From an optimization exercise on the open Yosys and OpenROAD flow, aimed at small area, a short achievable clock period and few clock cycles per item; shortcuts taken in it are not production practice. In this exercise RTL edits were held to simulation tests only and were not proved equivalent to the original. Power figures rest on the tool's default switching activity, not on a simulated workload.

[design.v]
package sacl_pkg;
  localparam int ADDR_W = 24;
  localparam int CNT_W  = 32;
  typedef enum logic [1:0] {
    OUT_HIT   = 2'd0,
    OUT_COLD  = 2'd1,
    OUT_CLEAN = 2'd2,
    OUT_DIRTY = 2'd3
  } outcome_t;
  typedef struct packed {
    logic [ADDR_W-1:0] address;
    logic              write_op;
  } sacl_in_t;
  typedef struct packed {
    outcome_t          outcome;
    logic [1:0]        way_used;
    logic [CNT_W-1:0]  hit_total;
    logic [CNT_W-1:0]  replace_miss_total;
    logic [CNT_W-1:0]  compulsory_total;
    logic [CNT_W-1:0]  dirty_replace_total;
  } sacl_out_t;
endpackage
module sacl_ram (
  input  logic        clk,
  input  logic        rst,
  input  logic [63:0] rd_row,     
  output logic [55:0] rd_tags,
  output logic [5:0]  rd_code,
  output logic [3:0]  rd_dirty,
  input  logic        wr_en,
  input  logic [5:0]  wr_set,
  input  logic [3:0]  wr_tag_way,
  input  logic [13:0] wr_tag,
  input  logic [5:0]  wr_code,
  input  logic [3:0]  wr_dirty
);
  logic [63:0][55:0] tag_q;
  logic [63:0][5:0]  code_q;
  logic [63:0][3:0]  dirty_q;
  logic [5:0] code_wd;
  assign code_wd = rst ? 6'd0 : wr_code;
  for (genvar r = 0; r < 64; r++) begin : g_row
    logic row_we;
    assign row_we = wr_en && (wr_set == 6'(r));
    always_ff @(posedge clk) begin
      if (rst || row_we) begin
        code_q[r] <= code_wd;
      end
    end
    always_ff @(posedge clk) begin
      if (row_we) begin
        dirty_q[r] <= wr_dirty;
      end
    end
    for (genvar w = 0; w < 4; w++) begin : g_way
      always_ff @(posedge clk) begin
        if (row_we && wr_tag_way[w]) begin
          tag_q[r][w*14 +: 14] <= wr_tag;
        end
      end
    end
  end
  always_comb begin
    rd_tags  = '0;
    rd_code  = '0;
    rd_dirty = '0;
    for (int r = 0; r < 64; r++) begin
      if (rd_row[r]) begin
        rd_tags  = rd_tags  | tag_q[r];
        rd_code  = rd_code  | code_q[r];
        rd_dirty = rd_dirty | dirty_q[r];
      end
    end
  end
endmodule
module sacl_ctrl (
  input  logic [5:0] code,
  output logic [3:0] valid,
  output logic       full,
  output logic [1:0] victim,
  output logic [5:0] next_0,
  output logic [5:0] next_1,
  output logic [5:0] next_2,
  output logic [5:0] next_3
);
  assign valid[0] =
      (code == 6'd1) |
      (code == 6'd2) |
      (code == 6'd3) |
      (code == 6'd4) |
      (code == 6'd5) |
      (code == 6'd6) |
      (code == 6'd7) |
      (code == 6'd8) |
      (code == 6'd9) |
      (code == 6'd10) |
      (code == 6'd11) |
      (code == 6'd12) |
      (code == 6'd13) |
      (code == 6'd14) |
      (code == 6'd15) |
      (code == 6'd16) |
      (code == 6'd17) |
      (code == 6'd18) |
      (code == 6'd19) |
      (code == 6'd20) |
      (code == 6'd21) |
      (code == 6'd22) |
      (code == 6'd23) |
      (code == 6'd24) |
      (code == 6'd25) |
      (code == 6'd26) |
      (code == 6'd27) |
      (code == 6'd28) |
      (code == 6'd29) |
      (code == 6'd30) |
      (code == 6'd31) |
      (code == 6'd32) |
      (code == 6'd33);
  assign valid[1] =
      (code == 6'd2) |
      (code == 6'd3) |
      (code == 6'd4) |
      (code == 6'd5) |
      (code == 6'd6) |
      (code == 6'd7) |
      (code == 6'd8) |
      (code == 6'd9) |
      (code == 6'd10) |
      (code == 6'd11) |
      (code == 6'd12) |
      (code == 6'd13) |
      (code == 6'd14) |
      (code == 6'd15) |
      (code == 6'd16) |
      (code == 6'd17) |
      (code == 6'd18) |
      (code == 6'd19) |
      (code == 6'd20) |
      (code == 6'd21) |
      (code == 6'd22) |
      (code == 6'd23) |
      (code == 6'd24) |
      (code == 6'd25) |
      (code == 6'd26) |
      (code == 6'd27) |
      (code == 6'd28) |
      (code == 6'd29) |
      (code == 6'd30) |
      (code == 6'd31) |
      (code == 6'd32) |
      (code == 6'd33);
  assign valid[2] =
      (code == 6'd4) |
      (code == 6'd5) |
      (code == 6'd6) |
      (code == 6'd7) |
      (code == 6'd8) |
      (code == 6'd9) |
      (code == 6'd10) |
      (code == 6'd11) |
      (code == 6'd12) |
      (code == 6'd13) |
      (code == 6'd14) |
      (code == 6'd15) |
      (code == 6'd16) |
      (code == 6'd17) |
      (code == 6'd18) |
      (code == 6'd19) |
      (code == 6'd20) |
      (code == 6'd21) |
      (code == 6'd22) |
      (code == 6'd23) |
      (code == 6'd24) |
      (code == 6'd25) |
      (code == 6'd26) |
      (code == 6'd27) |
      (code == 6'd28) |
      (code == 6'd29) |
      (code == 6'd30) |
      (code == 6'd31) |
      (code == 6'd32) |
      (code == 6'd33);
  assign valid[3] =
      (code == 6'd10) |
      (code == 6'd11) |
      (code == 6'd12) |
      (code == 6'd13) |
      (code == 6'd14) |
      (code == 6'd15) |
      (code == 6'd16) |
      (code == 6'd17) |
      (code == 6'd18) |
      (code == 6'd19) |
      (code == 6'd20) |
      (code == 6'd21) |
      (code == 6'd22) |
      (code == 6'd23) |
      (code == 6'd24) |
      (code == 6'd25) |
      (code == 6'd26) |
      (code == 6'd27) |
      (code == 6'd28) |
      (code == 6'd29) |
      (code == 6'd30) |
      (code == 6'd31) |
      (code == 6'd32) |
      (code == 6'd33);
  assign full =
      (code == 6'd10) |
      (code == 6'd11) |
      (code == 6'd12) |
      (code == 6'd13) |
      (code == 6'd14) |
      (code == 6'd15) |
      (code == 6'd16) |
      (code == 6'd17) |
      (code == 6'd18) |
      (code == 6'd19) |
      (code == 6'd20) |
      (code == 6'd21) |
      (code == 6'd22) |
      (code == 6'd23) |
      (code == 6'd24) |
      (code == 6'd25) |
      (code == 6'd26) |
      (code == 6'd27) |
      (code == 6'd28) |
      (code == 6'd29) |
      (code == 6'd30) |
      (code == 6'd31) |
      (code == 6'd32) |
      (code == 6'd33);
  assign victim[0] =
      (code == 6'd1) |
      (code == 6'd4) |
      (code == 6'd5) |
      (code == 6'd6) |
      (code == 6'd7) |
      (code == 6'd8) |
      (code == 6'd9) |
      (code == 6'd16) |
      (code == 6'd17) |
      (code == 6'd19) |
      (code == 6'd21) |
      (code == 6'd22) |
      (code == 6'd23) |
      (code == 6'd25) |
      (code == 6'd27) |
      (code == 6'd28) |
      (code == 6'd29) |
      (code == 6'd31) |
      (code == 6'd33);
  assign victim[1] =
      (code == 6'd2) |
      (code == 6'd3) |
      (code == 6'd4) |
      (code == 6'd5) |
      (code == 6'd6) |
      (code == 6'd7) |
      (code == 6'd8) |
      (code == 6'd9) |
      (code == 6'd18) |
      (code == 6'd19) |
      (code == 6'd20) |
      (code == 6'd21) |
      (code == 6'd24) |
      (code == 6'd25) |
      (code == 6'd26) |
      (code == 6'd27) |
      (code == 6'd30) |
      (code == 6'd31) |
      (code == 6'd32) |
      (code == 6'd33);
  assign next_0[0] =
      (code == 6'd0) |
      (code == 6'd1) |
      (code == 6'd2) |
      (code == 6'd3) |
      (code == 6'd5) |
      (code == 6'd7) |
      (code == 6'd9) |
      (code == 6'd11) |
      (code == 6'd13) |
      (code == 6'd15) |
      (code == 6'd17) |
      (code == 6'd19) |
      (code == 6'd21) |
      (code == 6'd23) |
      (code == 6'd25) |
      (code == 6'd27) |
      (code == 6'd29) |
      (code == 6'd31) |
      (code == 6'd33);
  assign next_0[1] =
      (code == 6'd2) |
      (code == 6'd3) |
      (code == 6'd12) |
      (code == 6'd13) |
      (code == 6'd18) |
      (code == 6'd19) |
      (code == 6'd24) |
      (code == 6'd25) |
      (code == 6'd30) |
      (code == 6'd31);
  assign next_0[2] =
      (code == 6'd10) |
      (code == 6'd11) |
      (code == 6'd12) |
      (code == 6'd13) |
      (code == 6'd16) |
      (code == 6'd17) |
      (code == 6'd18) |
      (code == 6'd19) |
      (code == 6'd22) |
      (code == 6'd23) |
      (code == 6'd24) |
      (code == 6'd25) |
      (code == 6'd28) |
      (code == 6'd29) |
      (code == 6'd30) |
      (code == 6'd31);
  assign next_0[3] =
      (code == 6'd4) |
      (code == 6'd5) |
      (code == 6'd6) |
      (code == 6'd7) |
      (code == 6'd8) |
      (code == 6'd9) |
      (code == 6'd10) |
      (code == 6'd11) |
      (code == 6'd12) |
      (code == 6'd13) |
      (code == 6'd16) |
      (code == 6'd17) |
      (code == 6'd18) |
      (code == 6'd19) |
      (code == 6'd22) |
      (code == 6'd23) |
      (code == 6'd24) |
      (code == 6'd25) |
      (code == 6'd28) |
      (code == 6'd29) |
      (code == 6'd30) |
      (code == 6'd31);
  assign next_0[4] =
      (code == 6'd10) |
      (code == 6'd11) |
      (code == 6'd12) |
      (code == 6'd13) |
      (code == 6'd16) |
      (code == 6'd17) |
      (code == 6'd18) |
      (code == 6'd19) |
      (code == 6'd22) |
      (code == 6'd23) |
      (code == 6'd24) |
      (code == 6'd25) |
      (code == 6'd28) |
      (code == 6'd29) |
      (code == 6'd30) |
      (code == 6'd31);
  assign next_0[5] =
      (code == 6'd14) |
      (code == 6'd15) |
      (code == 6'd20) |
      (code == 6'd21) |
      (code == 6'd26) |
      (code == 6'd27) |
      (code == 6'd32) |
      (code == 6'd33);
  assign next_1[0] =
      (code == 6'd4) |
      (code == 6'd5) |
      (code == 6'd6) |
      (code == 6'd7) |
      (code == 6'd8) |
      (code == 6'd9) |
      (code == 6'd11) |
      (code == 6'd13) |
      (code == 6'd15) |
      (code == 6'd17) |
      (code == 6'd19) |
      (code == 6'd21) |
      (code == 6'd23) |
      (code == 6'd25) |
      (code == 6'd27) |
      (code == 6'd29) |
      (code == 6'd31) |
      (code == 6'd33);
  assign next_1[1] =
      (code == 6'd1) |
      (code == 6'd2) |
      (code == 6'd3) |
      (code == 6'd7) |
      (code == 6'd8) |
      (code == 6'd9) |
      (code == 6'd10) |
      (code == 6'd11) |
      (code == 6'd12) |
      (code == 6'd13) |
      (code == 6'd14) |
      (code == 6'd15) |
      (code == 6'd16) |
      (code == 6'd17) |
      (code == 6'd26) |
      (code == 6'd27) |
      (code == 6'd28) |
      (code == 6'd29) |
      (code == 6'd30) |
      (code == 6'd31) |
      (code == 6'd32) |
      (code == 6'd33);
  assign next_1[2] =
      (code == 6'd4) |
      (code == 6'd5) |
      (code == 6'd6) |
      (code == 6'd7) |
      (code == 6'd8) |
      (code == 6'd9) |
      (code == 6'd10) |
      (code == 6'd11) |
      (code == 6'd12) |
      (code == 6'd13) |
      (code == 6'd14) |
      (code == 6'd15) |
      (code == 6'd16) |
      (code == 6'd17) |
      (code == 6'd18) |
      (code == 6'd19) |
      (code == 6'd20) |
      (code == 6'd21) |
      (code == 6'd22) |
      (code == 6'd23) |
      (code == 6'd24) |
      (code == 6'd25);
  assign next_1[3] =
      (code == 6'd10) |
      (code == 6'd11) |
      (code == 6'd12) |
      (code == 6'd13) |
      (code == 6'd14) |
      (code == 6'd15) |
      (code == 6'd16) |
      (code == 6'd17) |
      (code == 6'd26) |
      (code == 6'd27) |
      (code == 6'd28) |
      (code == 6'd29) |
      (code == 6'd30) |
      (code == 6'd31) |
      (code == 6'd32) |
      (code == 6'd33);
  assign next_1[4] =
      (code == 6'd18) |
      (code == 6'd19) |
      (code == 6'd20) |
      (code == 6'd21) |
      (code == 6'd22) |
      (code == 6'd23) |
      (code == 6'd24) |
      (code == 6'd25) |
      (code == 6'd26) |
      (code == 6'd27) |
      (code == 6'd28) |
      (code == 6'd29) |
      (code == 6'd30) |
      (code == 6'd31) |
      (code == 6'd32) |
      (code == 6'd33);
  assign next_1[5] = 1'b0;
  assign next_2[0] =
      (code == 6'd10) |
      (code == 6'd11) |
      (code == 6'd12) |
      (code == 6'd13) |
      (code == 6'd14) |
      (code == 6'd15) |
      (code == 6'd16) |
      (code == 6'd17) |
      (code == 6'd18) |
      (code == 6'd19) |
      (code == 6'd20) |
      (code == 6'd21) |
      (code == 6'd22) |
      (code == 6'd23) |
      (code == 6'd24) |
      (code == 6'd25) |
      (code == 6'd26) |
      (code == 6'd27) |
      (code == 6'd28) |
      (code == 6'd29) |
      (code == 6'd30) |
      (code == 6'd31) |
      (code == 6'd32) |
      (code == 6'd33);
  assign next_2[1] =
      (code == 6'd3) |
      (code == 6'd6) |
      (code == 6'd8) |
      (code == 6'd9) |
      (code == 6'd10) |
      (code == 6'd11) |
      (code == 6'd12) |
      (code == 6'd18) |
      (code == 6'd19) |
      (code == 6'd21) |
      (code == 6'd23) |
      (code == 6'd26) |
      (code == 6'd27) |
      (code == 6'd28) |
      (code == 6'd29) |
      (code == 6'd30);
  assign next_2[2] =
      (code == 6'd2) |
      (code == 6'd3) |
      (code == 6'd4) |
      (code == 6'd5) |
      (code == 6'd6) |
      (code == 6'd7) |
      (code == 6'd8) |
      (code == 6'd9) |
      (code == 6'd13) |
      (code == 6'd14) |
      (code == 6'd15) |
      (code == 6'd20) |
      (code == 6'd23) |
      (code == 6'd28) |
      (code == 6'd29) |
      (code == 6'd30);
  assign next_2[3] =
      (code == 6'd10) |
      (code == 6'd11) |
      (code == 6'd12) |
      (code == 6'd13) |
      (code == 6'd14) |
      (code == 6'd15) |
      (code == 6'd18) |
      (code == 6'd20) |
      (code == 6'd25) |
      (code == 6'd31) |
      (code == 6'd32) |
      (code == 6'd33);
  assign next_2[4] =
      (code == 6'd16) |
      (code == 6'd17) |
      (code == 6'd19) |
      (code == 6'd21) |
      (code == 6'd22) |
      (code == 6'd23) |
      (code == 6'd24) |
      (code == 6'd25) |
      (code == 6'd26) |
      (code == 6'd27) |
      (code == 6'd28) |
      (code == 6'd29) |
      (code == 6'd30) |
      (code == 6'd31) |
      (code == 6'd32) |
      (code == 6'd33);
  assign next_2[5] = 1'b0;
  assign next_3[0] = 1'b0;
  assign next_3[1] =
      (code == 6'd4) |
      (code == 6'd7) |
      (code == 6'd8) |
      (code == 6'd10) |
      (code == 6'd11) |
      (code == 6'd13) |
      (code == 6'd18) |
      (code == 6'd19) |
      (code == 6'd20) |
      (code == 6'd22) |
      (code == 6'd26) |
      (code == 6'd27) |
      (code == 6'd28) |
      (code == 6'd29) |
      (code == 6'd31);
  assign next_3[2] =
      (code == 6'd5) |
      (code == 6'd8) |
      (code == 6'd12) |
      (code == 6'd14) |
      (code == 6'd15) |
      (code == 6'd21) |
      (code == 6'd22) |
      (code == 6'd28) |
      (code == 6'd29) |
      (code == 6'd31);
  assign next_3[3] =
      (code == 6'd4) |
      (code == 6'd5) |
      (code == 6'd9) |
      (code == 6'd10) |
      (code == 6'd11) |
      (code == 6'd12) |
      (code == 6'd13) |
      (code == 6'd14) |
      (code == 6'd15) |
      (code == 6'd19) |
      (code == 6'd21) |
      (code == 6'd24) |
      (code == 6'd30) |
      (code == 6'd32) |
      (code == 6'd33);
  assign next_3[4] =
      (code == 6'd6) |
      (code == 6'd7) |
      (code == 6'd8) |
      (code == 6'd9) |
      (code == 6'd16) |
      (code == 6'd17) |
      (code == 6'd18) |
      (code == 6'd20) |
      (code == 6'd22) |
      (code == 6'd23) |
      (code == 6'd24) |
      (code == 6'd25) |
      (code == 6'd26) |
      (code == 6'd27) |
      (code == 6'd28) |
      (code == 6'd29) |
      (code == 6'd30) |
      (code == 6'd31) |
      (code == 6'd32) |
      (code == 6'd33);
  assign next_3[5] = 1'b0;
endmodule
module sacl_datapath (
  input  logic                clk,
  input  logic                rst,
  input  logic                in_valid,
  output logic                in_ready,
  input  sacl_pkg::sacl_in_t  in_data,
  output logic                out_valid,
  input  logic                out_ready,
  output sacl_pkg::sacl_out_t out_data
);
  logic v1, v2, skid_v;
  logic adv2, s1_go, s1_free, acc;
  assign adv2     = v2 && (!out_valid || out_ready);
  assign s1_go    = v1 && (!v2 || adv2);
  assign s1_free  = !v1 || s1_go;
  assign in_ready = !skid_v;
  assign acc      = in_valid && !skid_v;
  always_ff @(posedge clk) begin
    if (rst) begin
      v1        <= 1'b0;
      v2        <= 1'b0;
      skid_v    <= 1'b0;
      out_valid <= 1'b0;
    end else begin
      if (s1_free) begin
        v1 <= skid_v || in_valid;
      end
      if (s1_free) begin
        skid_v <= 1'b0;
      end else if (acc) begin
        skid_v <= 1'b1;
      end
      if (s1_go) begin
        v2 <= 1'b1;
      end else if (adv2) begin
        v2 <= 1'b0;
      end
      if (adv2) begin
        out_valid <= 1'b1;
      end else if (out_ready) begin
        out_valid <= 1'b0;
      end
    end
  end
  logic [5:0]  sk_set, nx_set, s1_set;
  logic [13:0] sk_tag, nx_tag, s1_tag;
  logic        sk_wr, nx_wr, s1_wr;
  logic [63:0] s1_row;
  always_ff @(posedge clk) begin
    if (acc && !s1_free) begin
      sk_set <= in_data.address[9:4];
      sk_tag <= in_data.address[23:10];
      sk_wr  <= in_data.write_op;
    end
  end
  assign nx_set = skid_v ? sk_set : in_data.address[9:4];
  assign nx_tag = skid_v ? sk_tag : in_data.address[23:10];
  assign nx_wr  = skid_v ? sk_wr  : in_data.write_op;
  always_ff @(posedge clk) begin
    if (s1_free) begin
      s1_set <= nx_set;
      s1_tag <= nx_tag;
      s1_wr  <= nx_wr;
      s1_row <= 64'd1 << nx_set;
    end
  end
  logic [55:0] rd_tags;
  logic [5:0]  rd_code;
  logic [3:0]  rd_dirty;
  logic [3:0]  fill_way;
  logic [5:0]  next_code;
  logic [3:0]  next_dirty;
  logic [5:0]  s2_set;
  logic [13:0] s2_tag;
  logic        s2_wr;
  logic        wb_v;
  logic [5:0]  wb_set;
  logic [13:0] wb_tag;
  logic [3:0]  wb_fill;
  logic [5:0]  wb_code;
  logic [3:0]  wb_dirty;
  sacl_ram u_ram (
    .clk        (clk),
    .rst        (rst),
    .rd_row     (s1_row),
    .rd_tags    (rd_tags),
    .rd_code    (rd_code),
    .rd_dirty   (rd_dirty),
    .wr_en      (wb_v),
    .wr_set     (wb_set),
    .wr_tag_way (wb_fill),
    .wr_tag     (wb_tag),
    .wr_code    (wb_code),
    .wr_dirty   (wb_dirty)
  );
  logic        same, same_wb;
  logic [13:0] tag_d, tag_dw;
  logic [55:0] mis_rd, mis_fw, s2_mis;
  logic [3:0]  s2_dirty;
  logic [5:0]  s2_code;
  assign same    = v2 && (s2_set == s1_set);
  assign same_wb = wb_v && (wb_set == s1_set);
  assign tag_d   = s2_tag ^ s1_tag;
  assign tag_dw  = wb_tag ^ s1_tag;
  always_comb begin
    for (int w = 0; w < 4; w++) begin
      mis_rd[w*14 +: 14] = rd_tags[w*14 +: 14] ^ s1_tag;
      if (same && fill_way[w]) begin
        mis_fw[w*14 +: 14] = tag_d;
      end else if (same_wb && wb_fill[w]) begin
        mis_fw[w*14 +: 14] = tag_dw;
      end else begin
        mis_fw[w*14 +: 14] = mis_rd[w*14 +: 14];
      end
    end
  end
  always_ff @(posedge clk) begin
    if (s1_go) begin
      s2_set   <= s1_set;
      s2_tag   <= s1_tag;
      s2_wr    <= s1_wr;
      s2_mis   <= mis_fw;
      s2_code  <= same ? next_code : (same_wb ? wb_code : rd_code);
      s2_dirty <= same ? next_dirty : (same_wb ? wb_dirty : rd_dirty);
    end
  end
  always_ff @(posedge clk) begin
    if (rst) begin
      wb_v <= 1'b0;
    end else begin
      wb_v <= adv2;
    end
  end
  always_ff @(posedge clk) begin
    if (adv2) begin
      wb_set   <= s2_set;
      wb_tag   <= s2_tag;
      wb_fill  <= fill_way;
      wb_code  <= next_code;
      wb_dirty <= next_dirty;
    end
  end
  logic [3:0] valid, hv, sel;
  logic       full, hit, vdirty;
  logic [1:0] victim, hit_way, way;
  logic [1:0] outcome;
  logic [5:0] nxt [4];
  logic [3:0] s2_match;
  always_comb begin
    for (int w = 0; w < 4; w++) begin
      s2_match[w] = !(|s2_mis[w*14 +: 14]);
    end
  end
  sacl_ctrl u_lru (
    .code   (s2_code),
    .valid  (valid),
    .full   (full),
    .victim (victim),
    .next_0 (nxt[0]),
    .next_1 (nxt[1]),
    .next_2 (nxt[2]),
    .next_3 (nxt[3])
  );
  assign hv      = s2_match & valid;
  assign hit     = |hv;
  assign hit_way = {hv[3] | hv[2], hv[3] | hv[1]};
  assign way     = hit ? hit_way : victim;
  assign vdirty  = s2_dirty[victim];
  always_comb begin
    next_code = '0;
    for (int w = 0; w < 4; w++) begin
      sel[w]        = hit ? hv[w] : (victim == 2'(w));
      fill_way[w]   = !hit && (victim == 2'(w));
      next_dirty[w] = sel[w] ? (s2_wr || (hit && s2_dirty[w])) : s2_dirty[w];
      next_code     = next_code | (sel[w] ? nxt[w] : 6'd0);
    end
    if (hit) begin
      outcome = sacl_pkg::OUT_HIT;
    end else if (!full) begin
      outcome = sacl_pkg::OUT_COLD;
    end else if (vdirty) begin
      outcome = sacl_pkg::OUT_DIRTY;
    end else begin
      outcome = sacl_pkg::OUT_CLEAN;
    end
  end
  function automatic logic [31:0] sat_inc(input logic [31:0] v);
    logic [31:0] n;
    n[0] = ~v[0];
    for (int i = 1; i < 32; i++) begin
      n[i] = v[i] ^ (&(v | ~((32'd1 << i) - 32'd1)));
    end
    sat_inc = (&v) ? v : n;
  endfunction
  logic [31:0] hit_inc, repl_inc, cold_inc, dirty_inc;
  assign hit_inc   = sat_inc(out_data.hit_total);
  assign repl_inc  = sat_inc(out_data.replace_miss_total);
  assign cold_inc  = sat_inc(out_data.compulsory_total);
  assign dirty_inc = sat_inc(out_data.dirty_replace_total);
  always_ff @(posedge clk) begin
    if (adv2) begin
      out_data.outcome  <= sacl_pkg::outcome_t'(outcome);
      out_data.way_used <= way;
    end
  end
  always_ff @(posedge clk) begin
    if (rst) begin
      out_data.hit_total           <= '0;
      out_data.replace_miss_total  <= '0;
      out_data.compulsory_total    <= '0;
      out_data.dirty_replace_total <= '0;
    end else if (adv2) begin
      if (hit) begin
        out_data.hit_total <= hit_inc;
      end
      if (!hit && full) begin
        out_data.replace_miss_total <= repl_inc;
      end
      if (!hit && !full) begin
        out_data.compulsory_total <= cold_inc;
      end
      if (!hit && full && vdirty) begin
        out_data.dirty_replace_total <= dirty_inc;
      end
    end
  end
endmodule
module set_assoc_cache_lru_tags #(
  parameter int SETS         = 64,
  parameter int WAYS         = 4,
  parameter int OFFSET_BITS  = 4,
  parameter int ADDRESS_BITS = 24
) (
  input  logic      clk,
  input  logic      rst,
  input  logic      in_valid,
  output logic      in_ready,
  input  sacl_pkg::sacl_in_t  in_data,
  output logic      out_valid,
  input  logic      out_ready,
  output sacl_pkg::sacl_out_t out_data
);
  sacl_datapath u_datapath (
    .clk       (clk),
    .rst       (rst),
    .in_valid  (in_valid),
    .in_ready  (in_ready),
    .in_data   (in_data),
    .out_valid (out_valid),
    .out_ready (out_ready),
    .out_data  (out_data)
  );
endmodule
[run.sh]
#!/bin/bash
# synth_recipe.tcl (not shown) runs the flow's synth.tcl, then flattens the netlist and writes it again
# the make line also repeats each setting of config.mk as NAME=value (left out here)
make -C /OpenROAD-flow-scripts/flow DESIGN_CONFIG=/design/flow/config.mk WORK_HOME=/design/flow/orfs CLKGATE_MAP_FILE= SYNTH_SCRIPT=/design/flow/synth_recipe.tcl finish
[config.mk]
export PLATFORM = sky130hd
export DESIGN_NAME = set_assoc_cache_lru_tags
export DESIGN_NICKNAME = set_assoc_cache_lru_tags
export VERILOG_FILES = /design/flow/design.v
export SDC_FILE = /design/flow/constraint.sdc
export NUM_CORES = 4
export LEC_CHECK = 0
export CAP_MARGIN = 40
export CORE_MARGIN = 2
export CORE_UTILIZATION = 45
export CTS_CLUSTER_DIAMETER = 100
export CTS_CLUSTER_SIZE = 24
export SETUP_SLACK_MARGIN = 2.9
export SLEW_MARGIN = 60
export TNS_END_PERCENT = 5
[constraint.sdc]
create_clock -name core_clock -period 6.0 [get_ports {clk}]
set_input_delay 1.2000 -clock core_clock [delete_from_list [all_inputs] [get_ports {clk}]]
set_output_delay 1.2000 -clock core_clock [all_outputs]
set_load 0.01 [all_outputs]
==> flow_summary_export.csv, run 1 <==
group,metric,value,unit
placement,dpl.cell_count,14600,
global_route,grt_pass1_wl,924,mm
detailed_routing,route.antenna.remaining_nets,0,
timing,finalMaxSlewViolations,0,
cts,clock-root-buffer,"clkbuf_16",
power,p_sw_frac,0.216,
yosys,yosysSeqAreaShare,0.808,
detailed_routing,via_per_inst,7.39,
hold_path,hold_path_class,"reg2reg",
worst_setup_path,cp-end-kind,"flip-flop",
yosys,synthesis.area,169000,um^2
yosys,synth_fp_nets,9487,
yosys,ys.flop_type,"edfxtp_1",
cts,clk_pin_slew_worst_paths,0.10,ns
floorplanning,row_count,224,
timing,hold_violations,0,
timing,setup_viol,0,
detailed_routing,routed-via-count,111000,
cts,clk_latency,1.01,ns
yosys,syn_avg_cell_area,17.9,um^2
finish,synthToLayoutAreaGrowth,12.7,%
global_route,overflow,0,
timing,clock.fmax,0.295,GHz
cts,tritoncts,"yes",
placement,dpl_worst_slack,1.82,ns
detailed_routing,drt_iter0_markers,25000,
finish,drive_gt1_frac,0.146,
global_route,gr-usage-all-layers,0.365,
detailed_routing,dr.pass1.iters,7,
yosys,yosys-top-cells-area,"edfxtp_1 (79%), a22oi_1 (4.5%), a22o_1 (2.9%)",
cts,cts_buffers,215,
floorplanning,core,373000,um^2
detailed_routing,routed_wl,717,mm
timing,finClkSkew,0.0802,ns
timing,rsz0062_at_grt,"yes",
power,power_leakage,59.5,nW
detailed_routing,route.detailed.drc,0,
floorplanning,pin_count,163,
yosys,yosysTopAreaCellShare,0.793,
yosys,ys_ff_latch,4588,
finish,postLayoutCoreUtil,0.510,
floorplanning,fp.dieW,616,um
floorplanning,initial_utilization,0.453,
timing,holdWs,0.436,ns
worst_setup_path,arrival,4.13,ns
cts,cts.htree.levels,4,
worst_setup_path,crit_type,"reg2reg",
placement,numPortBuffers,158,
worst_setup_path,cp.required,6.74,ns
timing,setup_slack,2.61,ns
worst_setup_path,crit_path_start_kind,"flip-flop",
power,combPwrFrac,0.043,
global_route,grt_max_degree,135,
global_route,antenna_found_initial,38,
yosys,synth_edf_count,4455,
power,power.density,285,nW/um^2
yosys,ys_types,71,
cts,cts.sinks,4588,
floorplanning,die_h,616,um
yosys,ys_warn_count,3,
yosys,synth_most_common_cell,"edfxtp_1",
global_route,first_global_vias,99200,
placement,gp_congestion,0.953,
finish,layout.nets,9994,
power,ir_worst_vdd,0.263,mV
yosys,syn-instance-count,9438,
yosys,synthArstFlopShare,0,
yosys,synth_commonest_cells,"edfxtp_1 (4455), a22oi_1 (1010), a22o_1 (558), a221oi_1 (554), clkbuf_1 (407)",
timing,setup-tns-final,0,ns
worst_setup_path,cp_max_fo,27,
timing,min_period,3.39,ns
floorplanning,dieArea,380000,um^2
timing,relSlewSlack,0.522,
timing,worst_pin_slew,0.718,ns
power,p_clk_frac,0.306,
placement,dp_hpwl,411,mm
power,power.switching,11.7,mW
outcome,status,"timing/DRC/antenna clean",
power,p_int,42.5,mW
cts,cts_buffer_depth,4,
finish,finalNonFillerCells,15000,
power,seqPwrFrac,0.651,
yosys,synth_area_leader_cell,"edfxtp_1",
timing,fin_crit_sh,0.565,
detailed_routing,avgRoutedWirePerCell,47.8,um
flow_run,drv_cap,0,
-- state kept, by name, summed over array words and instances (netlist names), 56 cells and up --
register and flops:
u_datapath.u_ram.dirty_q 256, u_datapath.s2_mis 56, u_datapath.u_ram.tag_q 3584, u_datapath.u_ram.code_q 384
u_datapath.out_data 132, u_datapath.s1_row 64
-- metrics by stage --
| step | power [mW] | area (um^2) |
|---|---|---|
| floorplan | 37.0 | 169000 |
| finish | 54.1 | 190000 |
| CTS | 53.8 | 189000 |
| global route | 54.9 | 190000 |
| global placement | 37.9 | 179000 |
| detailed placement | 38.0 | 182000 |
-- power by group through the flow --
stage	Sequential (mW)	Clock, mW	Combinational, mW
3_5_place_dp	36.0	0	2.07
6_report	35.2	16.6	2.34
5_1_grt	35.3	17.3	2.35
4_1_cts	35.2	16.4	2.15
3_3_place_gp	36.0	0	1.89
2_1_floorplan	36.1	0	0.897
-- cell type report --
type	count	area [um^2]
well taps	4972	6220
clock inverters	11	141
diodes	43	108
repair buffers	881	9850
multi-input cells	4219	31800
fillers	29700	183000
clock buffers	238	5570
flip-flops and latches	4588	136000
inverters	40	150
-- metal layers --
layer | routed length, um | GRT usage | part of all wire | vias up
met5 | 816 | 0.0120 | 0.0011 | -
met4 | 54200 | 0.225 | 0.076 | 24
met1 | 237000 | 0.473 | 0.33 | 56600
met3 | 120000 | 0.122 | 0.17 | 2482
li1 | - | - | - | 40000
met2 | 305000 | 0.530 | 0.43 | 11700
-- repair_timing --
action / CTS / global route
hold buffers: 0 / 0
endpoints found under the setup margin: 343 / 246
gates cloned: 3 / 6
setup buffers: 38 / 28
gates resized for setup: 71 / 110
pin swaps: 14 / 28
-- layout by cell type, fill, tap and decap left out, drive strengths merged, types with 13 or more instances in the layout --
cell / instances
or2: 70
nor4: 75
nor2: 242
or4: 20
xor2: 54
nand2: 115
mux2i: 31
or3: 26
and2: 271
diode: 43
o21ai: 46
nand3: 234
clkbuf: 250
xnor2: 85
nor2b: 21
a21oi: 97
a221oi: 554
a22o: 558
a22oi: 1010
a31oi: 24
o211a: 16
and3: 64
edfxtp: 4455
clkdlybuf4s50: 154
inv: 48
dfxtp: 133
nand4: 298
and4: 13
mux2: 18
ha: 20
nor3: 187
buf: 706
-- final timing paths --
path	slack (ns)	from	cells past startpoint	end
worst max-delay path	2.61	u_datapath.s1_row[11]$_SDFFCE_PP0P_	10	u_datapath.s2_dirty[3]$_DFFE_PP_
worst min-delay path	0.44	u_datapath.s1_wr$_DFFE_PP_	0	u_datapath.s2_wr$_DFFE_PP_
worst max register to register	2.61	u_datapath.s1_row[11]$_SDFFCE_PP0P_	10	u_datapath.s2_dirty[3]$_DFFE_PP_
worst min register to register	0.44	u_datapath.s1_wr$_DFFE_PP_	0	u_datapath.s2_wr$_DFFE_PP_
-- cell families (layout without fill, tap and decap cells) --
| logic type | count (synthesis) | after routing | synth area share |
|---|---|---|---|
| muxes | 49 | 49 | 0.00304 |
| other | 0 | 43 | 0 |
| buffers and inverters | 632 | 1170 | 0.0144 |
| and+or+nand+nor | 1649 | 1650 | 0.0537 |
| AOI/OAI and AO/OA | 2361 | 2361 | 0.112 |
| adders and majority gates | 20 | 20 | 0.00148 |
| DFF | 4588 | 4588 | 0.808 |
| xor gates and xnor gates | 139 | 139 | 0.00721 |
-- worst max-delay path, cell delays in order, from the launching register on --
cell and delay, ns:
edfxtp_1 0.46, buf_12 0.16, buf_16 0.19, buf_16 0.29, a22o_1 0.22, a221oi_1 0.25
nand4_1 0.27, or4_1 0.64, mux2i_4 0.25, nor2_4 0.11, a21o_1 0.18
Testbench counts, summed over its fixed seeds: cycles 12,024, items 12,000.
==> inputs of run 2 (changes only) <==
--- a/config.mk
+++ b/config.mk
@@ -9,5 +9,5 @@
 export CORE_MARGIN = 2
-export CORE_UTILIZATION = 45
+export CORE_UTILIZATION = 40
 export CTS_CLUSTER_DIAMETER = 100
-export CTS_CLUSTER_SIZE = 24
+export CTS_CLUSTER_SIZE = 20
 export SETUP_SLACK_MARGIN = 2.9
==> run 2 against run 1 <==
Against the previous run:
- die area increased by 12%
- critical path type unchanged
- sequential cell count unchanged
- critical endpoint is now u_datapath.u_ram.tag_q[2404]$_DFFE_PP_
- total power grew 4.5%
- first-iteration DRC count shrank 0.56%
- sequential power about the same
- highest routed layer unchanged
- largest cell class unchanged
- synthesized cell count did not move
- still clean on timing, DRC and antenna
- clock-buffer cell count is 56 higher
- cell count increased by 5.4%
- clock skew down 0.032 ns
==> flow_summary_export.csv, run 2 <==
group,metric,value,unit
floorplanning,initial_utilization,0.402,
cts,cts.sinks,4588,
global_route,grt_max_degree,117,
timing,rsz0062_at_grt,"yes",
finish,finalNonFillerCells,15800,
floorplanning,dieArea,427000,um^2
cts,cts_buffer_depth,4,
flow_run,drv_cap,0,
floorplanning,core,420000,um^2
yosys,yosysTopAreaCellShare,0.793,
global_route,antenna_found_initial,32,
finish,layout.nets,10100,
yosys,ys_ff_latch,4588,
yosys,synth_fp_nets,9487,
timing,fin_crit_sh,0.576,
timing,finalMaxSlewViolations,0,
timing,hold_violations,0,
timing,clock.fmax,0.289,GHz
yosys,yosys-top-cells-area,"edfxtp_1 (79%), a22oi_1 (4.5%), a22o_1 (2.9%)",
hold_path,hold_path_class,"reg2reg",
global_route,first_global_vias,102000,
worst_setup_path,arrival,4.10,ns
outcome,status,"timing/DRC/antenna clean",
worst_setup_path,r2r_start,"u_datapath.wb_set[5]$_DFFE_PP_",
placement,dpl.cell_count,15300,
detailed_routing,routed-via-count,112000,
yosys,ys_types,71,
cts,cts_buffers,270,
worst_setup_path,rr_worst_depth,8,
worst_setup_path,cp_max_fo,14,
yosys,syn-instance-count,9438,
yosys,ys_warn_count,3,
worst_setup_path,cp-end-kind,"flip-flop",
worst_setup_path,crit_type,"reg2reg",
finish,final_common_cell,"edfxtp_1",
cts,tritoncts,"yes",
yosys,yosysSeqAreaShare,0.808,
timing,setup_viol,0,
finish,largest_reg_flops,3584,
detailed_routing,route.antenna.remaining_nets,0,
worst_setup_path,r2r_end,"u_datapath.u_ram.tag_q[2404]$_DFFE_PP_",
finish,final_cell_mix,"edfxtp_1 (4455), a22oi_1 (1007), a22o_1 (558)",
yosys,syn_avg_cell_area,17.9,um^2
floorplanning,row_count,238,
detailed_routing,avgRoutedWirePerCell,45.9,um
power,ir_worst_vdd,0.266,mV
finish,fill_cells,35200,
detailed_routing,via_per_inst,7.10,
worst_setup_path,crit_path_start,"u_datapath.wb_set[5]$_DFFE_PP_",
timing,setup-tns-final,0,ns
power,power_leakage,60.5,nW
yosys,synthesis.area,169000,um^2
timing,min_period,3.46,ns
detailed_routing,route.detailed.drc,0,
timing,finClkSkew,0.0478,ns
placement,numPortBuffers,158,
detailed_routing,dr.pass1.iters,10,
cts,cts.htree.levels,5,
cts,clk_pin_slew_worst_paths,0.09,ns
worst_setup_path,cp.required,6.64,ns
yosys,synth_most_common_cell,"edfxtp_1",
yosys,synthArstFlopShare,0,
yosys,synth_edf_count,4455,
finish,top_register,"u_datapath.u_ram.tag_q",
worst_setup_path,crit_end,"u_datapath.u_ram.tag_q[2404]$_DFFE_PP_",
detailed_routing,routed_wl,725,mm
finish,synthToLayoutAreaGrowth,14.2,%
finish,top_regs,"u_datapath.u_ram.tag_q x3584, u_datapath.u_ram.code_q x384, u_datapath.u_ram.dirty_q x256",
global_route,grt_pass1_wl,936,mm
worst_setup_path,r2r_slack,2.54,ns
placement,dp_hpwl,421,mm
worst_setup_path,crit_path_start_kind,"flip-flop",
cts,clock-root-buffer,"clkbuf_16",
timing,worst_pin_slew,0.748,ns
timing,holdWs,0.481,ns
yosys,ys.flop_type,"edfxtp_1",
yosys,synth_commonest_cells,"edfxtp_1 (4455), a22oi_1 (1010), a22o_1 (558), a221oi_1 (554), clkbuf_1 (407)",
floorplanning,fp.dieW,654,um
global_route,gr-usage-all-layers,0.327,
yosys,synth_area_leader_cell,"edfxtp_1",
timing,relSlewSlack,0.501,
global_route,overflow,0,
detailed_routing,drt_iter0_markers,24900,
finish,drive_gt1_frac,0.159,
power,power.density,293,nW/um^2
finish,postLayoutCoreUtil,0.459,
floorplanning,die_h,654,um
placement,gp_congestion,0.965,
cts,clk_latency,1.01,ns
floorplanning,pin_count,163,
run 2: cell count changes in the layout (fill, tap and decap cells not counted), moves of 12 or more:
| cell | previous run | this run |
|---|---|---|
| a221oi_1 | 532 | 516 |
| a221oi_2 | 22 | 34 |
| and2_1 | 101 | 120 |
| and2_4 | 161 | 144 |
| buf_12 | 100 | 80 |
| buf_16 | 46 | 27 |
| buf_4 | 428 | 530 |
| buf_6 | 92 | 110 |
| clkbuf_16 | 226 | 283 |
run 2: cells by family (layout without fill, tap and decap cells):
kind of cell	Yosys count	after routing	share of synthesized area
flops	4588	4588	0.808
compound gates	2361	2361	0.112
simple gates	1649	1653	0.0537
buf+inv	632	1307	0.0144
xor+xnor	139	139	0.00721
mux	49	49	0.00304
fa+ha+maj	20	20	0.00148
other cells	0	41	0
run 2: per-layer routing:
| layer | wire length, um | GRT usage | up-vias |
|---|---|---|---|
| li1 | - | - | 40300 |
| met1 | 236000 | 0.412 | 57000 |
| met2 | 307000 | 0.478 | 12000 |
| met3 | 122000 | 0.116 | 2746 |
| met4 | 58200 | 0.211 | 36 |
| met5 | 1040 | 0.00645 | - |
run 2: how the worst min path moves through the flow:
| stage | start | endpoint | slack (ns) | cells after the start |
|---|---|---|---|---|
| finish | u_datapath.out_data[97]$_SDFFE_PP0P_ | u_datapath.out_data[97]$_SDFFE_PP0P_ | 0.48 | 2 |
| global route | u_datapath.s1_wr$_DFFE_PP_ | u_datapath.s2_wr$_DFFE_PP_ | 0.48 | 0 |
| CTS | u_datapath.s1_wr$_DFFE_PP_ | u_datapath.s2_wr$_DFFE_PP_ | 0.48 | 0 |
| detailed placement | u_datapath.s1_wr$_DFFE_PP_ | u_datapath.s2_wr$_DFFE_PP_ | 0.44 | 0 |
| global placement | u_datapath.s1_wr$_DFFE_PP_ | u_datapath.s2_wr$_DFFE_PP_ | 0.46 | 0 |
| floorplan | u_datapath.s1_wr$_DFFE_PP_ | u_datapath.s2_wr$_DFFE_PP_ | 0.40 | 0 |
run 2: repair_timing:
action / in CTS / in global routing
endpoints found under the setup margin: 388 / 467
gates resized for setup: 85 / 128
setup buffers: 15 / 51
pin swaps: 26 / 49
cloned: 4 / 6
hold endpoints to repair: 0 / 0
hold buffers: 0 / 0
run 2: layout make-up:
cell class                      count  area (um^2)  share of cell area
Antenna cell                       41          103            0.000532
Clock buffer                      294         7020              0.0364
Clock inverter                     24          328             0.00170
Inverter                           40          159            0.000824
Multi-Input combinational cell   4222        32000               0.166
Sequential cell                  4588       136000               0.708
Tap cell                         5640         7060              0.0366
Timing Repair Buffer              949         9710              0.0504
run 2: power breakdown:
group,switching [mW],internal (mW)
clock network,10.5,8.49
logic,1.65,0.697
registers,0.101,35.1
run 2: worst max-delay path, cell delays in order, from the launching register on:
cell and delay, ns:
edfxtp_1 0.68, nand3b_1 0.44, buf_4 0.32, buf_6 0.15, buf_2 0.16, nor2_2 0.42
buf_4 0.38, and2_1 0.17, buf_4 0.35
run 2: through the flow:
step / setup WS (ns) / instance area [um^2] / total power, mW
2_1_floorplan: 1.88 / 169000 / 37.0
3_3_place_gp: 1.74 / 180000 / 37.9
3_5_place_dp: 1.83 / 183000 / 38.0
4_1_cts: 2.70 / 191000 / 56.2
5_1_grt: 2.70 / 193000 / 57.4
6_report: 2.54 / 193000 / 56.6
==> inputs of run 3 (changes only) <==
--- a/config.mk
+++ b/config.mk
@@ -9,3 +9,3 @@
 export CORE_MARGIN = 2
-export CORE_UTILIZATION = 40
+export CORE_UTILIZATION = 45
 export CTS_CLUSTER_DIAMETER = 100
@@ -14,2 +14,2 @@
 export SLEW_MARGIN = 60
-export TNS_END_PERCENT = 5
+export TNS_END_PERCENT = 20
==> run 3 against run 2 <==
Against the previous run:
- still clean on timing, DRC and antenna
- combinational power about the same
- synthesized area unchanged
- sequential share of layout area up 0.28 points
- hold slack worse by 0.046 ns
- non-clock buffer count down 17
- critical path depth down 1
- utilization up 5.6 points
- sequential cell count unchanged
- clock power about the same
- critical endpoint is now u_datapath.u_ram.tag_q[1543]$_DFFE_PP_
- largest cell class unchanged
- highest routed layer unchanged
==> flow_summary_export.csv, run 3 <==
group,metric,value,unit
outcome,status,"timing/DRC/antenna clean",
yosys,synthArstFlopShare,0,
timing,hold_violations,0,
finish,fill_cells,29800,
placement,gp_congestion,0.952,
worst_setup_path,r2r_start,"u_datapath.wb_set[5]$_DFFE_PP_",
placement,numPortBuffers,158,
detailed_routing,route.antenna.remaining_nets,0,
floorplanning,pin_count,163,
floorplanning,row_count,224,
yosys,synthAdderAreaFrac,0.00148,
finish,postLayoutCoreUtil,0.515,
detailed_routing,via_per_inst,7.42,
yosys,synthesis.area,169000,um^2
worst_setup_path,cp_max_fo,14,
yosys,synth_simple_gate_area_frac,0.0537,
worst_setup_path,cpPeakStageDelay,0.59,ns
finish,stdcell_area,192000,um^2
worst_setup_path,cp_slowest_cell,"edfxtp_1",
timing,worst_pin_slew,0.773,ns
cts,cts_hold_buf,0,
yosys,syn_avg_cell_area,17.9,um^2
detailed_routing,routed-via-count,112000,
floorplanning,dieArea,380000,um^2
worst_setup_path,cp-end-kind,"flip-flop",
detailed_routing,wl_met2,304,mm
yosys,yosys-top-cells-area,"edfxtp_1 (79%), a22oi_1 (4.5%), a22o_1 (2.9%)",
finish,top_regs,"u_datapath.u_ram.tag_q x3584, u_datapath.u_ram.code_q x384, u_datapath.u_ram.dirty_q x256",
yosys,synth_area_leader_cell,"edfxtp_1",
timing,fin_crit_sh,0.582,
global_route,first_global_vias,100000,
timing,setup_slack,2.51,ns
yosys,synth_fp_nets,9487,
finish,final_common_cell,"edfxtp_1",
timing,relSlewSlack,0.485,
worst_setup_path,arrival,4.09,ns
worst_setup_path,cp.required,6.59,ns
yosys,synth.mux.area_fraction,0.00304,
hold_path,min_from,"u_datapath.s1_wr$_DFFE_PP_",
global_route,grt_max_degree,106,
cts,cts.sinks,4588,
global_route,grt_pass1_wl,927,mm
global_route,gr-usage-all-layers,0.366,
finish,final_cell_mix,"edfxtp_1 (4455), a22oi_1 (1010), a22o_1 (558)",
timing,setup-tns-final,0,ns
detailed_routing,dr.pass1.iters,9,
power,ir_worst_vdd,0.228,mV
worst_setup_path,crit_path_start_kind,"flip-flop",
worst_setup_path,crit_type,"reg2reg",
cts,cts.htree.levels,5,
detailed_routing,wl_met1,237,mm
timing,finalMaxSlewViolations,0,
detailed_routing,highest_layer,"met5",
worst_setup_path,crit_top_cell,"buf_4",
placement,dpl_worst_slack,1.99,ns
global_route,overflow,0,
timing,clock.fmax,0.286,GHz
power,power_leakage,60.9,nW
worst_setup_path,path_cells,"nand3b_1 -> buf_4 -> buf_4 -> buf_4 -> nor2_1 -> buf_4 -> and2_4",
finish,layout.nets,10100,
detailed_routing,wl_met3,127,mm
worst_setup_path,crit_path_start,"u_datapath.wb_set[5]$_DFFE_PP_",
yosys,ys.flop_type,"edfxtp_1",
power,power.density,294,nW/um^2
yosys,synth-xor-area-share,0.00721,
yosys,synth_top_family_by_area,"compound AO/OA/AOI/OAI gates",
finish,largest_reg_flops,3584,
yosys,ys_types,71,
floorplanning,die_h,616,um
yosys,yosysTopAreaCellShare,0.793,
yosys,ys_warn_count,3,
timing,setup_viol,0,
yosys,synth_most_common_cell,"edfxtp_1",
hold_path,hold_path_class,"reg2reg",
detailed_routing,avgRoutedWirePerCell,47.8,um
placement,placed_area,182000,um^2
yosys,synth_commonest_cells,"edfxtp_1 (4455), a22oi_1 (1010), a22o_1 (558), a221oi_1 (554), clkbuf_1 (407)",
detailed_routing,routed_wl,722,mm
yosys,syn-instance-count,9438,
flow_run,drv_cap,0,
finish,drive_gt1_frac,0.159,
yosys,yosysSeqAreaShare,0.808,
cts,cts_buffers,269,
detailed_routing,route.detailed.drc,0,
detailed_routing,drt_iter0_markers,25000,
cts,cts_buffer_depth,4,
cts,tritoncts,"yes",
timing,finClkSkew,0.0415,ns
timing,min_period,3.49,ns
cts,clk_latency,0.97,ns
floorplanning,initial_utilization,0.453,
cts,clk_pin_slew_worst_paths,0.09,ns
yosys,ys_ff_latch,4588,
cts,clock-root-buffer,"clkbuf_16",
floorplanning,core,373000,um^2
global_route,antenna_found_initial,44,
worst_setup_path,rr_worst_depth,7,
placement,dp_hpwl,408,mm
floorplanning,fp.dieW,616,um
yosys,synth_edf_count,4455,
hold_path,min_path_cells,0,
finish,top_register,"u_datapath.u_ram.tag_q",
timing,rsz0062_at_grt,"yes",
yosys,synth_compound_area_frac,0.112,
finish,synthToLayoutAreaGrowth,13.8,%
==> run 3: critical path, delay by kind of cell (launching register included) <==
kind                   cells  cell delay, ns
buffers and inverters      4            0.99
AND/OR/NAND/NOR            3            1.46
flip-flops                 1            0.59
==> run 3: logic make-up after synthesis <==
kind of cell / Yosys count
AO/OA/AOI/OAI: 2361
XOR/XNOR: 139
adder cells (fa/ha/maj): 20
buffers and inverters: 632
flip-flops: 4588
multiplexers: 49
AND/OR/NAND/NOR: 1649
==> run 3: final timing paths <==
check / endpoint / slack, ns
worst min-delay path: u_datapath.s2_wr$_DFFE_PP_ / 0.43
worst max register to register: u_datapath.u_ram.tag_q[1543]$_DFFE_PP_ / 2.51
worst max-delay path: u_datapath.u_ram.tag_q[1543]$_DFFE_PP_ / 2.51
worst min register to register: u_datapath.s2_wr$_DFFE_PP_ / 0.43
==> run 3: metal layers <==
metal	GRT usage	vias to the layer above
met5	0	-
met4	0.210	24
met3	0.130	2623
met2	0.528	12200
met1	0.479	57000
li1	-	40300
==> run 3: final cells by class <==
type	count	area [um^2]	area share
Sequential cell	4588	136000	0.711
Multi-Input combinational cell	4219	32000	0.167
Timing Repair Buffer	932	9840	0.0513
Clock buffer	301	7050	0.0367
Tap cell	4972	6220	0.0324
Clock inverter	21	223	0.00116
Inverter	40	155	0.000808
Antenna cell	41	103	0.000534
==> run 3: power by group <==
| part | switching, mW | internal [mW] |
|---|---|---|
| sequential | 0.123 | 35.1 |
| combinational | 1.63 | 0.695 |
| clock | 10.4 | 8.44 |
==> run 3: metrics by stage <==
step	cells	total power, mW	hold WS, ns
final	15100	56.5	0.435
after global routing	15100	57.4	0.432
after global placement	14500	37.9	0.405
after detailed placement	14600	38.0	0.418
after CTS	15000	56.1	0.433
after floorplan	9438	37.0	0.400
==> run 3: what timing repair did <==
| action | in CTS | in global routing |
|---|---|---|
| resized for setup | 126 | 160 |
| setup endpoints to repair | 384 | 367 |
| buffers inserted | 34 | 75 |
| pin swaps | 29 | 57 |
| gates cloned | 3 | 9 |
==> inputs of run 4 (changes only) <==
--- a/design.v
+++ b/design.v
@@ -691,5 +691,7 @@
       s1_wr  <= nx_wr;
-      s1_row <= 64'd1 << nx_set;
     end
   end
+  always_ff @(posedge clk) begin
+    s1_row <= 64'd1 << (s1_free ? nx_set : s1_set);
+  end
   logic [55:0] rd_tags;
@@ -762,9 +764,7 @@
   always_ff @(posedge clk) begin
-    if (adv2) begin
-      wb_set   <= s2_set;
-      wb_tag   <= s2_tag;
-      wb_fill  <= fill_way;
-      wb_code  <= next_code;
-      wb_dirty <= next_dirty;
-    end
+    wb_set   <= s2_set;
+    wb_tag   <= s2_tag;
+    wb_fill  <= fill_way;
+    wb_code  <= next_code;
+    wb_dirty <= next_dirty;
   end
--- a/config.mk
+++ b/config.mk
@@ -14,2 +14,2 @@
 export SLEW_MARGIN = 60
-export TNS_END_PERCENT = 20
+export TNS_END_PERCENT = 0
==> run 4 against run 3 <==
Against the previous run:
- still clean
- fmax shrank 0.31%
- clock-buffer cell count increased by 25
- synthesized cell count decreased by 2.7%
- sequential cell count unchanged
- via count fell by 0.18%
- non-clock buffer count is the same
- largest power group unchanged
==> flow_summary_export.csv, run 4 <==
group,metric,value,unit
yosys,ys_warn_count,3,
worst_setup_path,path_cells,"buf_16 -> buf_4 -> a22o_1 -> a221oi_1 -> nand4_1 -> or4_1 -> mux2_2 -> nor2_1 -> a31oi_1",
hold_path,hold_path_class,"reg2reg",
power,power_leakage,61.4,nW
power,p_int,44.6,mW
detailed_routing,routed-via-count,112000,
yosys,synth.mux.area_fraction,0.0108,
yosys,synth-xor-area-share,0.00728,
yosys,yosys-top-cells-area,"edfxtp_1 (78%), a221oi_1 (5.5%), a22o_1 (5.5%)",
global_route,grt_pass1_wl,944,mm
timing,min_period,3.50,ns
yosys,synth_top_family_by_area,"compound AO/OA/AOI/OAI gates",
worst_setup_path,cp.required,6.70,ns
finish,synthToLayoutAreaGrowth,14.4,%
power,combPwrFrac,0.045,
floorplanning,die_h,616,um
placement,gp_congestion,0.951,
cts,cts.sinks,4588,
worst_setup_path,r2r_start,"u_datapath.s1_row[48]$_SDFF_PN0_",
cts,cts.htree.levels,5,
detailed_routing,avgRoutedWirePerCell,49.5,um
flow_run,drv_cap,0,
yosys,synthAdderAreaFrac,0.00149,
detailed_routing,route.detailed.drc,0,
yosys,synth_simple_gate_area_frac,0.0461,
placement,placed_area,181000,um^2
yosys,synth_commonest_cells,"edfxtp_1 (4351), a221oi_1 (1058), a22o_1 (1058), clkbuf_1 (466), nand4_1 (307)",
worst_setup_path,arrival,4.21,ns
global_route,antenna_found_initial,61,
power,p_sw_frac,0.220,
worst_setup_path,cp-end-kind,"flip-flop",
finish,seq_area,136000,um^2
timing,finClkSkew,0.0783,ns
hold_path,holdPathEnd,"u_datapath.wb_set[5]$_DFF_P_",
yosys,ys_ff_latch,4588,
finish,fill_cells,29500,
placement,dp_hpwl,429,mm
detailed_routing,routed_wl,737,mm
yosys,synth_most_common_cell,"edfxtp_1",
cts,cts_buffer_depth,4,
finish,largest_reg_flops,3584,
timing,holdWs,0.404,ns
timing,worst_pin_slew,0.738,ns
worst_setup_path,rr_worst_depth,9,
floorplanning,dieArea,379000,um^2
yosys,syn_avg_cell_area,18.3,um^2
detailed_routing,route.antenna.remaining_nets,0,
finish,top_register,"u_datapath.u_ram.tag_q",
timing,setup_viol,0,
timing,fin_crit_sh,0.584,
yosys,synthesis.area,168000,um^2
timing,setup-tns-final,0,ns
timing,finalMaxSlewViolations,0,
yosys,syn-instance-count,9179,
hold_path,min_path_cells,0,
cts,cts_buffers,270,
yosys,yosysTopAreaCellShare,0.776,
outcome,status,"timing/DRC/antenna clean",
floorplanning,core,372000,um^2
power,seqPwrFrac,0.623,
floorplanning,row_count,224,
timing,relSlewSlack,0.508,
detailed_routing,via_per_inst,7.52,
worst_setup_path,crit_type,"reg2reg",
yosys,synthArstFlopShare,0,
yosys,synth_compound_area_frac,0.116,
worst_setup_path,crit_path_start_kind,"flip-flop",
hold_path,min_from,"u_datapath.s2_set[5]$_DFFE_PP_",
yosys,synth_fp_nets,9228,
cts,cts_hold_buf,0,
cts,clk_latency,0.99,ns
yosys,synth_area_leader_cell,"edfxtp_1",
finish,final_common_cell,"edfxtp_1",
worst_setup_path,cp_top_family,"simple AND/OR/NAND/NOR gates",
cts,tritoncts,"yes",
finish,drive_gt1_frac,0.172,
power,p_clk_frac,0.333,
cts,clk_pin_slew_worst_paths,0.09,ns
floorplanning,fp.dieW,616,um
timing,hold_violations,0,
floorplanning,pin_count,163,
placement,numPortBuffers,158,
finish,multi_input_area,32300,um^2
detailed_routing,drt_iter0_markers,26300,
finish,final_cell_mix,"edfxtp_1 (4351), a22o_1 (1057), a221oi_1 (985)",
power,ir_worst_vdd,0.245,mV
global_route,first_global_vias,99600,
timing,rsz0062_at_grt,"yes",
worst_setup_path,cp_slowest_cell,"or4_1",
worst_setup_path,cp_max_fo,23,
detailed_routing,dr.pass1.iters,9,
finish,top_regs,"u_datapath.u_ram.tag_q x3584, u_datapath.u_ram.code_q x384, u_datapath.u_ram.dirty_q x256",
power,power.switching,12.6,mW
global_route,gr-usage-all-layers,0.376,
timing,clock.fmax,0.285,GHz
yosys,yosysSeqAreaShare,0.804,
power,power.density,297,nW/um^2
global_route,overflow,0,
finish,layout.nets,9846,
worst_setup_path,r2r_slack,2.50,ns
yosys,ys_types,70,
floorplanning,initial_utilization,0.452,
yosys,synth_edf_count,4351,
worst_setup_path,r2r_end,"u_datapath.s2_dirty[1]$_DFFE_PP_",
worst_setup_path,cpPeakStageDelay,0.60,ns
global_route,grt_max_degree,105,
worst_setup_path,crit_buf_inv,2,
finish,stdcell_area,193000,um^2
yosys,ys.flop_type,"edfxtp_1",
cts,clock-root-buffer,"clkbuf_16",
run 4: repair_timing:
item                                    CTS  global route
cloned                                    9             5
setup buffers                           110            45
resized for setup                       207            87
endpoints found under the setup margin  284           271
pin swaps                                67            62
run 4: worst max-delay path by stage:
stage	startpoint	end	slack (ns)	cells past startpoint
global placement	out_ready	u_datapath.out_data[0]$_SDFFE_PP0P_	1.38	10
floorplan	u_datapath.wb_tag[11]$_DFF_P_	u_datapath.s2_mis[11]$_DFFE_PP_	1.54	3
finish	u_datapath.s1_row[48]$_SDFF_PN0_	u_datapath.s2_dirty[1]$_DFFE_PP_	2.50	9
CTS	u_datapath.out_data[48]$_SDFFE_PP0P_	out_data[48]	2.72	1
global route	u_datapath.s2_code[3]$_DFFE_PP_	u_datapath.out_data[13]$_SDFFE_PP0P_	2.66	10
detailed placement	out_ready	u_datapath.out_data[0]$_SDFFE_PP0P_	1.65	10
run 4: final cells by class:
class	instances	share of cell area
antenna	49	0.000637
inverter	20	0.000390
clock buffer	326	0.0374
clock inverter	15	0.000935
multi-input combinational	3985	0.168
sequential	4588	0.705
tap	4972	0.0323
timing repair buffer	932	0.0562
run 4: cell families (layout without fill, tap and decap cells):
| logic type | Yosys count | count (layout) |
|---|---|---|
| compound gates | 2280 | 2280 |
| xor+xnor | 140 | 140 |
| fa+ha+maj | 20 | 20 |
| buf+inv | 607 | 1293 |
| flops | 4588 | 4588 |
| mux | 171 | 171 |
| other cells | 0 | 49 |
| simple gates | 1373 | 1374 |
run 4: power groups by stage:
stage	clock network [mW]	logic (mW)	registers (mW)
2_1_floorplan	0	0.917	36.4
5_1_grt	19.8	2.55	35.6
6_report	19.0	2.56	35.6
4_1_cts	18.8	2.24	35.6
3_3_place_gp	0	1.85	36.5
3_5_place_dp	0	2.13	36.4
run 4: through the flow:
stage,std cells,util,total power [mW],setup slack (ns)
5_1_grt,14800,0.517,58.0,2.66
4_1_cts,14800,0.513,56.7,2.72
6_report,14900,0.518,57.2,2.50
3_3_place_gp,14200,0.479,38.4,1.38
2_1_floorplan,9179,-,37.4,1.54
3_5_place_dp,14300,0.487,38.5,1.65
run 4: metal layers:
layer / wire length [um] / track usage / vias to the layer above
li1: - / - / 39700
met1: 241000 / 0.484 / 56900
met2: 304000 / 0.527 / 12600
met3: 135000 / 0.156 / 2608
met4: 56500 / 0.232 / 58
met5: 589 / 0.000884 / -
Testbench counts of run 4, summed over its fixed seeds: cycles 12,024, items 12,000.
==> inputs of run 5 (changes only) <==
--- a/config.mk
+++ b/config.mk
@@ -11,5 +11,5 @@
 export CTS_CLUSTER_DIAMETER = 100
-export CTS_CLUSTER_SIZE = 20
+export CTS_CLUSTER_SIZE = 24
 export SETUP_SLACK_MARGIN = 2.9
 export SLEW_MARGIN = 60
-export TNS_END_PERCENT = 0
+export TNS_END_PERCENT = 5
==> run 5 against run 4 <==
Against the previous run:
- cell area is essentially flat
- sequential share of layout area is essentially flat
- die area is the same
- clock-buffer cell count shrank 76
- clock power shrank 12%
- highest routed layer unchanged
- still clean on timing, DRC and antenna
==> flow_summary_export.csv, run 5 <==
group,metric,value,unit
finish,final_cell_mix,"edfxtp_1 (4351), a22o_1 (1055), a221oi_1 (985)",
detailed_routing,via_per_inst,7.51,
detailed_routing,routed_wl,739,mm
placement,gp_congestion,0.927,
finish,top_register,"u_datapath.u_ram.tag_q",
worst_setup_path,cp-end-kind,"flip-flop",
finish,largest_reg_flops,3584,
hold_path,min_path_cells,0,
power,ir_worst_vdd,0.233,mV
yosys,ys.flop_type,"edfxtp_1",
placement,placed_area,181000,um^2
worst_setup_path,crit_path_start,"u_datapath.s1_row[61]$_SDFF_PN0_",
placement,dpl.cell_count,14300,
finish,synthToLayoutAreaGrowth,14.3,%
global_route,grt_pass1_wl,933,mm
floorplanning,row_count,224,
floorplanning,core,372000,um^2
cts,cts_hold_buf,0,
worst_setup_path,cp.required,6.75,ns
timing,setup_viol,0,
placement,dpl_worst_slack,1.64,ns
detailed_routing,dr.pass1.iters,8,
floorplanning,pin_count,163,
yosys,yosys-top-cells-area,"edfxtp_1 (78%), a221oi_1 (5.5%), a22o_1 (5.5%)",
global_route,antenna_found_initial,55,
yosys,ys_ff_latch,4588,
detailed_routing,route.antenna.remaining_nets,0,
placement,dp_hpwl,413,mm
finish,fill_cells,29400,
detailed_routing,avgRoutedWirePerCell,49.8,um
yosys,synth_commonest_cells,"edfxtp_1 (4351), a221oi_1 (1058), a22o_1 (1058), clkbuf_1 (466), nand4_1 (307)",
cts,cts.sinks,4588,
cts,clk_latency,1.00,ns
power,power.density,285,nW/um^2
timing,rsz0062_at_grt,"yes",
timing,relSlewSlack,0.526,
detailed_routing,routed-via-count,112000,
flow_run,drv_cap,0,
finish,stdcell_area,192000,um^2
cts,cts_buffers,215,
yosys,yosysSeqAreaShare,0.804,
cts,cts_buffer_depth,4,
global_route,grt_max_degree,131,
yosys,syn_avg_cell_area,18.3,um^2
worst_setup_path,arrival,4.22,ns
worst_setup_path,r2r_slack,2.53,ns
yosys,ys_types,70,
hold_path,min_from,"u_datapath.s2_set[1]$_DFFE_PP_",
floorplanning,dieArea,379000,um^2
worst_setup_path,crit_path_start_kind,"flip-flop",
cts,clk_pin_slew_worst_paths,0.10,ns
yosys,synthArstFlopShare,0,
finish,layout.nets,9838,
cts,cts.htree.levels,4,
yosys,synth_fp_nets,9228,
finish,final_common_cell,"edfxtp_1",
hold_path,holdPathEnd,"u_datapath.wb_set[1]$_DFF_P_",
finish,finalNonFillerCells,14900,
cts,clock-root-buffer,"clkbuf_16",
yosys,synth_edf_count,4351,
outcome,status,"timing/DRC/antenna clean",
timing,clock.fmax,0.288,GHz
global_route,first_global_vias,98700,
cts,tritoncts,"yes",
timing,setup_slack,2.53,ns
yosys,synthesis.area,168000,um^2
timing,holdWs,0.405,ns
global_route,gr-usage-all-layers,0.371,
timing,finClkSkew,0.0445,ns
yosys,synth_area_leader_cell,"edfxtp_1",
floorplanning,initial_utilization,0.452,
floorplanning,fp.dieW,616,um
detailed_routing,route.detailed.drc,0,
worst_setup_path,cp_max_fo,39,
hold_path,hold_path_class,"reg2reg",
floorplanning,die_h,616,um
worst_setup_path,rr_worst_depth,8,
placement,numPortBuffers,158,
timing,setup-tns-final,0,ns
yosys,yosysTopAreaCellShare,0.776,
yosys,syn-instance-count,9179,
timing,worst_pin_slew,0.709,ns
worst_setup_path,r2r_end,"u_datapath.s2_mis[17]$_DFFE_PP_",
global_route,overflow,0,
timing,hold_violations,0,
detailed_routing,drt_iter0_markers,25100,
finish,top_regs,"u_datapath.u_ram.tag_q x3584, u_datapath.u_ram.code_q x384, u_datapath.u_ram.dirty_q x256",
finish,drive_gt1_frac,0.171,
worst_setup_path,r2r_start,"u_datapath.s1_row[61]$_SDFF_PN0_",
timing,fin_crit_sh,0.578,
yosys,ys_warn_count,3,
power,power_leakage,61.2,nW
timing,finalMaxSlewViolations,0,
yosys,synth_most_common_cell,"edfxtp_1",
timing,min_period,3.47,ns
worst_setup_path,crit_type,"reg2reg",
[run 5: worst max-delay path, stage by stage (launching register included)]
cell and delay (ns):
dfxtp_4 0.47, buf_12 0.27, a22o_1 0.31, a221oi_1 0.31, nand4_1 0.47, or4_4 0.60
mux2_2 0.38, mux2i_1 0.19, xnor2_1 0.08
[run 5: per-stage QoR]
stage / total power [mW] / util
CTS: 54.4 / 0.508
global route: 55.6 / 0.517
finish: 54.9 / 0.517
floorplan: 37.3 / -
global placement: 38.4 / 0.478
detailed placement: 38.5 / 0.487
[run 5: worst max path at each step]
stage                                          endpoint  slack [ns]  cells past startpoint
floorplan                u_datapath.sk_set[0]$_DFFE_PP_        1.89                      4
global placement    u_datapath.out_data[0]$_SDFFE_PP0P_        1.41                     10
detailed placement  u_datapath.out_data[0]$_SDFFE_PP0P_        1.64                     10
CTS                     u_datapath.s2_mis[47]$_DFFE_PP_        2.71                      8
global route            u_datapath.s2_mis[22]$_DFFE_PP_        2.67                      9
finish                  u_datapath.s2_mis[17]$_DFFE_PP_        2.53                      8
[run 5: timing repair]
item,in CTS,in global routing
endpoints found under the setup margin,338,327
pin swaps,57,51
gates cloned,12,22
resized for setup,176,196
buffers inserted,100,121
[run 5: power breakdown]
part           internal (mW)  total (mW)  switching (mW)  leakage, nW
registers               35.3        35.6           0.238         41.6
logic                  0.770        2.65            1.88         16.8
clock network           6.67        16.7            10.0         2.82
[run 5: area by class of cell]
class                           count  area, um^2  area share
Multi-Input combinational cell   3985       32400       0.169
Timing Repair Buffer              979       12200      0.0632
Clock buffer                      250        5620      0.0292
Clock inverter                     12         145    0.000754
Sequential cell                  4588      136000       0.705
Inverter                           20        75.1    0.000390
Antenna cell                       44         110    0.000572
Tap cell                         4972        6220      0.0323
[run 5: per-layer routing]
metal	track usage	vias to the layer above	share of wire
li1	-	39700	-
met1	0.469	56700	0.32
met2	0.537	12300	0.42
met3	0.139	2765	0.18
met4	0.238	18	0.082
met5	0.00467	-	0.00050
[run 5: cells by family after synthesis]
family / Yosys count / synth area share
adders and majority gates: 20 / 0.00149
buffers and inverters: 607 / 0.0136
and+or+nand+nor: 1373 / 0.0461
AOI/OAI and AO/OA: 2280 / 0.116
muxes: 171 / 0.0108
xor gates and xnor gates: 140 / 0.00728
DFF: 4588 / 0.804

re-timing with driven ports:
How much do the figures lean on ideal ports? The routed layouts below were timed once more, with nothing changed but the port constraints.
Step 1 sets driving cells, clkbuf_16 on the clock port and buf_2 on the other inputs (assumed; they add their load-dependent delay and slew).
Step 2 adds t to the input delays and takes it off the output delays; t is the mean of the earliest and latest rising clock arrival at the registers after step 1. Input paths then give back, and output paths get back, about the clock's delay inside the block.
a / b / c = no drivers / after step 1 / after step 2; a / b = the first two.
| run | shift t [ns] | setup WS [ns] | hold WS [ns] | slew at the worst register clock pin (ns) | pins driven straight from the clock port |
|---|---|---|---|---|---|
| run 1 | 1.094 | 2.610 / 2.610 / 1.950 | 0.436 / 0.436 / 0.436 | 0.11 / 0.11 | 1 |
| run 2 | 1.093 | 2.544 / 2.544 / 2.073 | 0.481 / 0.481 / 0.481 | 0.09 / 0.09 | 1 |
| run 3 | 1.082 | 2.507 / 2.507 / 2.137 | 0.435 / 0.435 / 0.435 | 0.09 / 0.09 | 1 |
| run 4 | 1.058 | 2.496 / 2.496 / 1.893 | 0.404 / 0.404 / 0.404 | 0.10 / 0.10 | 1 |
| run 5 | 1.088 | 2.532 / 2.532 / 2.116 | 0.405 / 0.405 / 0.405 | 0.11 / 0.11 | 1 |
After both steps every run listed still meets setup and hold. For run 1, which loses most, drivers alone change the setup slack by 0.000 ns; drivers and shift together by -0.660 ns.
